What follows belongs to an exercise in optimizing a design on an open flow for small area, a short achievable clock period and few clock cycles; a production flow would make more cautious choices.
The RTL was checked by simulation tests, not by an equivalence proof against the original design.
Power figures rest on the tool's default switching activity, not on a simulated workload.

== v24 ==
## page_table_walker_with_permission_update_top
module page_table_walker_with_permission_update_top #(
	parameter int unsigned PHYS_ADDR_BITS = ptw_pkg::PHYS_ADDR_BITS_DEF
) (
	input  wire logic         clk,
	input  wire logic         arst_n,
	input  wire logic         s_axis_tvalid,
	output logic              s_axis_tready,
	input  wire logic [191:0] s_axis_tdata,
	input  wire logic [1:0]   s_axis_tuser,
	output logic              m_axis_tvalid,
	input  wire logic         m_axis_tready,
	output logic [319:0]      m_axis_tdata,
	output logic [1:0]        m_axis_tuser,
	output logic              m_axis_tlast,
	input  wire logic         cfg_valid,
	output logic              cfg_ready,
	input  wire logic [1:0]   cfg_index,
	input  wire logic [63:0]  cfg_data
);
export LEC_CHECK = 0
export CAP_MARGIN = 20
export CORE_MARGIN = 2
export CORE_UTILIZATION = 60
export CTS_BUF_LIST = sky130_fd_sc_hd__clkbuf_8
export CTS_CLUSTER_DIAMETER = 50
export CTS_CLUSTER_SIZE = 16
export SETUP_SLACK_MARGIN = 3.7
export SLEW_MARGIN = 20
export TNS_END_PERCENT = 5
create_clock -name core_clock -period 6.5 [get_ports {clk}]
standard.sh (not shown) runs the stock make flow with config.mk's settings and CLKGATE_MAP_FILE= SYNTH_SCRIPT=/design/flow/synth_recipe.tcl, a recipe that flattens the netlist after the stock synthesis.
==> flow/flow/run.sh <==
#!/bin/bash
# The standard layout (the standard.sh: standard synthesis, floorplan, power grid, placement,
# CTS, routing), with each port buffered by the smallest plain buffer (buf_1) instead of the
# buffer_ports default pick (a delay buffer, clkdlybuf4s50_1).
set -euo pipefail
export BUFFER_PORTS_ARGS="-buffer_cell sky130_fd_sc_hd__buf_1"
bash standard.sh finish > standard_flow.log 2>&1
v24 finished every stage and its layout cleared the timing, design-rule and antenna checks.
Testbench counts of v24, summed over its fixed seeds: cycles 25,183.
> inputs changed (v24 -> v20)
-- flow/config.mk --
<<< v24, line 8
export CAP_MARGIN = 20
export CORE_MARGIN = 2
export CORE_UTILIZATION = 60
export CTS_BUF_LIST = sky130_fd_sc_hd__clkbuf_8
export CTS_CLUSTER_DIAMETER = 50
export CTS_CLUSTER_SIZE = 16
export SETUP_SLACK_MARGIN = 3.7
export SLEW_MARGIN = 20
export TNS_END_PERCENT = 5
>>> v20, line 8
export CAP_MARGIN = 20
export CORE_MARGIN = 2
export CORE_UTILIZATION = 55
export CTS_BUF_LIST = sky130_fd_sc_hd__clkbuf_8
export CTS_CLUSTER_DIAMETER = 50
export CTS_CLUSTER_SIZE = 16
export SETUP_SLACK_MARGIN = 3.6
export SLEW_MARGIN = 20
export TNS_END_PERCENT = 5
==> run notes <==
- v20 — worst setup slack 0.036 ns lower, v24 as reference
- Going from v24 to v20, aggregate routed wire length saw an increase, final worst hold slack saw an increase, TritonCTS buffer count saw an increase, setup slack of the worst register-to-register path saw a decrease.
- The overall power number comes out lower for v24 vs v20.
- The type of the worst setup path comes out register to output pin in one run and input pin to register in the other, namely in v20 and v24 respectively.
Relative to v20, the following input files were edited for v8:
-- flow/config.mk --
<<< v20, line 8
export CAP_MARGIN = 20
export CORE_MARGIN = 2
export CORE_UTILIZATION = 55
export CTS_BUF_LIST = sky130_fd_sc_hd__clkbuf_8
export CTS_CLUSTER_DIAMETER = 50
export CTS_CLUSTER_SIZE = 16
export SETUP_SLACK_MARGIN = 3.6
export SLEW_MARGIN = 20
export TNS_END_PERCENT = 5
>>> v8, line 8
export CAP_MARGIN = 20
export CORE_MARGIN = 2
export CORE_UTILIZATION = 60
export CTS_BUF_LIST = sky130_fd_sc_hd__clkbuf_8
export CTS_CLUSTER_DIAMETER = 50
export CTS_CLUSTER_SIZE = 16
export SETUP_SLACK_MARGIN = 3.8
export SLEW_MARGIN = 20
export TNS_END_PERCENT = 5
==> run notes <==
Both conditions hold for v8: the flow ran to the end and the final layout passed the timing, design-rule and antenna checks. v8 vs. v20: met2 capacity usage during global routing increased by 2.6 points relative to the old numbers, total of endpoints with negative setup slack in the final report closely matched the old numbers, sequential share of layout area increased by 1.3 points relative to the old numbers, worst supply voltage drop on vdd increased by about 5% relative to the old numbers. Data required time at the worst endpoint | v8 above v20. Power (lower): v8. Sort v8 and v20 by die area desc -> top: v20. Re part of the power in combinational logic: v8 is 1.0 points down on v20. v20 → v8: final instance area moved down; setup slack went up; met3 wire length up 500 um.

* * *

Starting RTL as in the previous note.
export LEC_CHECK = 0
export CAP_MARGIN = 20
export CORE_MARGIN = 2
export CORE_UTILIZATION = 60
export CTS_BUF_LIST = sky130_fd_sc_hd__clkbuf_8
export CTS_CLUSTER_DIAMETER = 50
export CTS_CLUSTER_SIZE = 16
export SETUP_SLACK_MARGIN = 3.6
export SLEW_MARGIN = 20
export TNS_END_PERCENT = 0
create_clock -name core_clock -period 6.5 [get_ports {clk}]
Scripts as last shown in full above: flow/flow/run.sh
Testbench counts at the start, summed over its fixed seeds: cycles 25,183.
Edit:
- SETUP_SLACK_MARGIN: 3.6 -> 3.5
- TNS_END_PERCENT: 0 -> not set
Result: The new run went through all stages and came out clean. Clock-buffer cell count rises by 2. Cell area rises by 4.2%. Setup slack is worse by 9.5 ps. Global-route usage rises by 1.2 points. Die area does not change. Final cell count rises by 1.3%.
Edit:
- SETUP_SLACK_MARGIN: 3.5 -> 3.4
What happened: Total power went down by 0.57%; global-route usage rose by 0.66 points; die area is unchanged; via count goes down by 1.1%; critical path depth grows by 6; fmax is lower by 2.8%; final area is lower by 2.8%; worst hold slack is about the same; register-to-register slack is worse by 160 ps.

* * *

Setup of run A:
page_table_walker_with_permission_update_top again, from the RTL that the note above started with.
clock: 6.5 ns
lec_check: 0
cap_margin: 20
core_margin: 2
core_utilization: 60
cts_buf_list: sky130_fd_sc_hd__clkbuf_8
cts_cluster_diameter: 50
cts_cluster_size: 16
setup_slack_margin: 3.5
slew_margin: 20
tns_end_percent: 1
Scripts as last shown in full above: flow/flow/run.sh
Run A was carried through to the last stage, and its layout satisfied the timing, design-rule and antenna checks.
Testbench counts of run A, summed over its fixed seeds: cycles 25,183.
## Diff of input files: run B against run A
# run A
export LEC_CHECK = 0
export CAP_MARGIN = 20
export CORE_MARGIN = 2
export CORE_UTILIZATION = 60
export CTS_BUF_LIST = sky130_fd_sc_hd__clkbuf_8
export CTS_CLUSTER_DIAMETER = 50
export CTS_CLUSTER_SIZE = 16
export SETUP_SLACK_MARGIN = 3.5
export SLEW_MARGIN = 20
export TNS_END_PERCENT = 1
create_clock -name core_clock -period 6.5 [get_ports {clk}]
# run B
export LEC_CHECK = 0
export CAP_MARGIN = 20
export CORE_MARGIN = 2
export CORE_UTILIZATION = 60
export CTS_BUF_LIST = sky130_fd_sc_hd__clkbuf_8
export CTS_CLUSTER_DIAMETER = 50
export CTS_CLUSTER_SIZE = 16
export SETUP_SLACK_MARGIN = 3.5
export SLEW_MARGIN = 20
export TNS_END_PERCENT = 5
create_clock -name core_clock -period 6.5 [get_ports {clk}]
Results
Number of vias in the routed layout ended up 0.32% higher on run B than on run A. Status: non-filler instance count after layout parity (run B, run A). Run B against run A: post-layout net count now sits higher, final hold slack about even, cell area +about 0.8%.
## Diff of input files: run C against run B
# run B
export LEC_CHECK = 0
export CAP_MARGIN = 20
export CORE_MARGIN = 2
export CORE_UTILIZATION = 60
export CTS_BUF_LIST = sky130_fd_sc_hd__clkbuf_8
export CTS_CLUSTER_DIAMETER = 50
export CTS_CLUSTER_SIZE = 16
export SETUP_SLACK_MARGIN = 3.5
export SLEW_MARGIN = 20
export TNS_END_PERCENT = 5
create_clock -name core_clock -period 6.5 [get_ports {clk}]
# run C
export LEC_CHECK = 0
export CAP_MARGIN = 20
export CORE_MARGIN = 2
export CORE_UTILIZATION = 60
export CTS_BUF_LIST = sky130_fd_sc_hd__clkbuf_8
export CTS_CLUSTER_DIAMETER = 50
export CTS_CLUSTER_SIZE = 16
export SETUP_SLACK_MARGIN = 3.6
export SLEW_MARGIN = 20
export TNS_END_PERCENT = 5
create_clock -name core_clock -period 6.5 [get_ports {clk}]
[summary]
Run C finished end to end and its layout was clean on timing, DRC and antenna. Density: run C sparser than run B. On power attributed to the clock group, run B and run C are neck and neck. Cell count delta (run B -> run C): insignificant.
Input changes introduced in run D (baseline for comparison: run C):
# run C
export LEC_CHECK = 0
export CAP_MARGIN = 20
export CORE_MARGIN = 2
export CORE_UTILIZATION = 60
export CTS_BUF_LIST = sky130_fd_sc_hd__clkbuf_8
export CTS_CLUSTER_DIAMETER = 50
export CTS_CLUSTER_SIZE = 16
export SETUP_SLACK_MARGIN = 3.6
export SLEW_MARGIN = 20
export TNS_END_PERCENT = 5
create_clock -name core_clock -period 6.5 [get_ports {clk}]
# run D
export LEC_CHECK = 0
export CAP_MARGIN = 20
export CORE_MARGIN = 2
export CORE_UTILIZATION = 60
export CTS_BUF_LIST = sky130_fd_sc_hd__clkbuf_8
export CTS_CLUSTER_DIAMETER = 50
export CTS_CLUSTER_SIZE = 16
export SETUP_SLACK_MARGIN = 3.4
export SLEW_MARGIN = 20
export TNS_END_PERCENT = 5
create_clock -name core_clock -period 6.5 [get_ports {clk}]
Results
- From run C to run D the numbers moved as follows: core occupancy in the finished layout moved down; initial antenna violation count now smaller; slack of the critical path shows a reduction of 56 ps; register area share after synthesis now sits at about the same level.

afterwards: timing with drivers on the ports:
The results above use ideal ports. As a check the final layouts listed here were re-extracted and re-timed, cells and wires unchanged.
Step 1 assumes that a clkbuf_16 drives the clock port and a buf_2 every other input.
Step 2 moves the port delays by t, midway between the first and last clock arrival at a register: inputs arrive t later, outputs are due t later. That takes back most of the time a late clock gives input paths.
Slacks: ideal ports / drivers / drivers and shift; pairs: ideal ports / drivers.
| run | t (ns) | slack for setup (ns) | hold slack, ns |
|---|---|---|---|
| v24 | 0.625 | 3.414 / 3.404 / 2.809 | 0.485 / 0.485 / 0.485 |
| v20 | 0.646 | 3.378 / 3.325 / 2.795 | 0.493 / 0.493 / 0.493 |
| v8 | 0.625 | 3.414 / 3.404 / 2.809 | 0.485 / 0.485 / 0.485 |
| the first run of note 2 | 0.630 | 3.407 / 3.395 / 2.798 | 0.481 / 0.481 / 0.481 |
| the second run of note 2 | 0.625 | 3.397 / 3.347 / 2.753 | 0.484 / 0.484 / 0.484 |
| the third run of note 2 | 0.643 | 3.309 / 3.320 / 2.694 | 0.486 / 0.486 / 0.486 |
| run A | 0.627 | 3.356 / 3.329 / 2.725 | 0.483 / 0.483 / 0.483 |
| run B | 0.633 | 3.361 / 3.338 / 2.724 | 0.484 / 0.484 / 0.484 |
| run C | 0.627 | 3.418 / 3.411 / 2.813 | 0.486 / 0.486 / 0.486 |
| run D | 0.627 | 3.362 / 3.323 / 2.742 | 0.487 / 0.487 / 0.487 |
After both steps setup and hold are still met in every run listed. The setup slack of the second run of note 2, which loses most, moves by -0.050 ns with the drivers and by -0.644 ns with both steps.
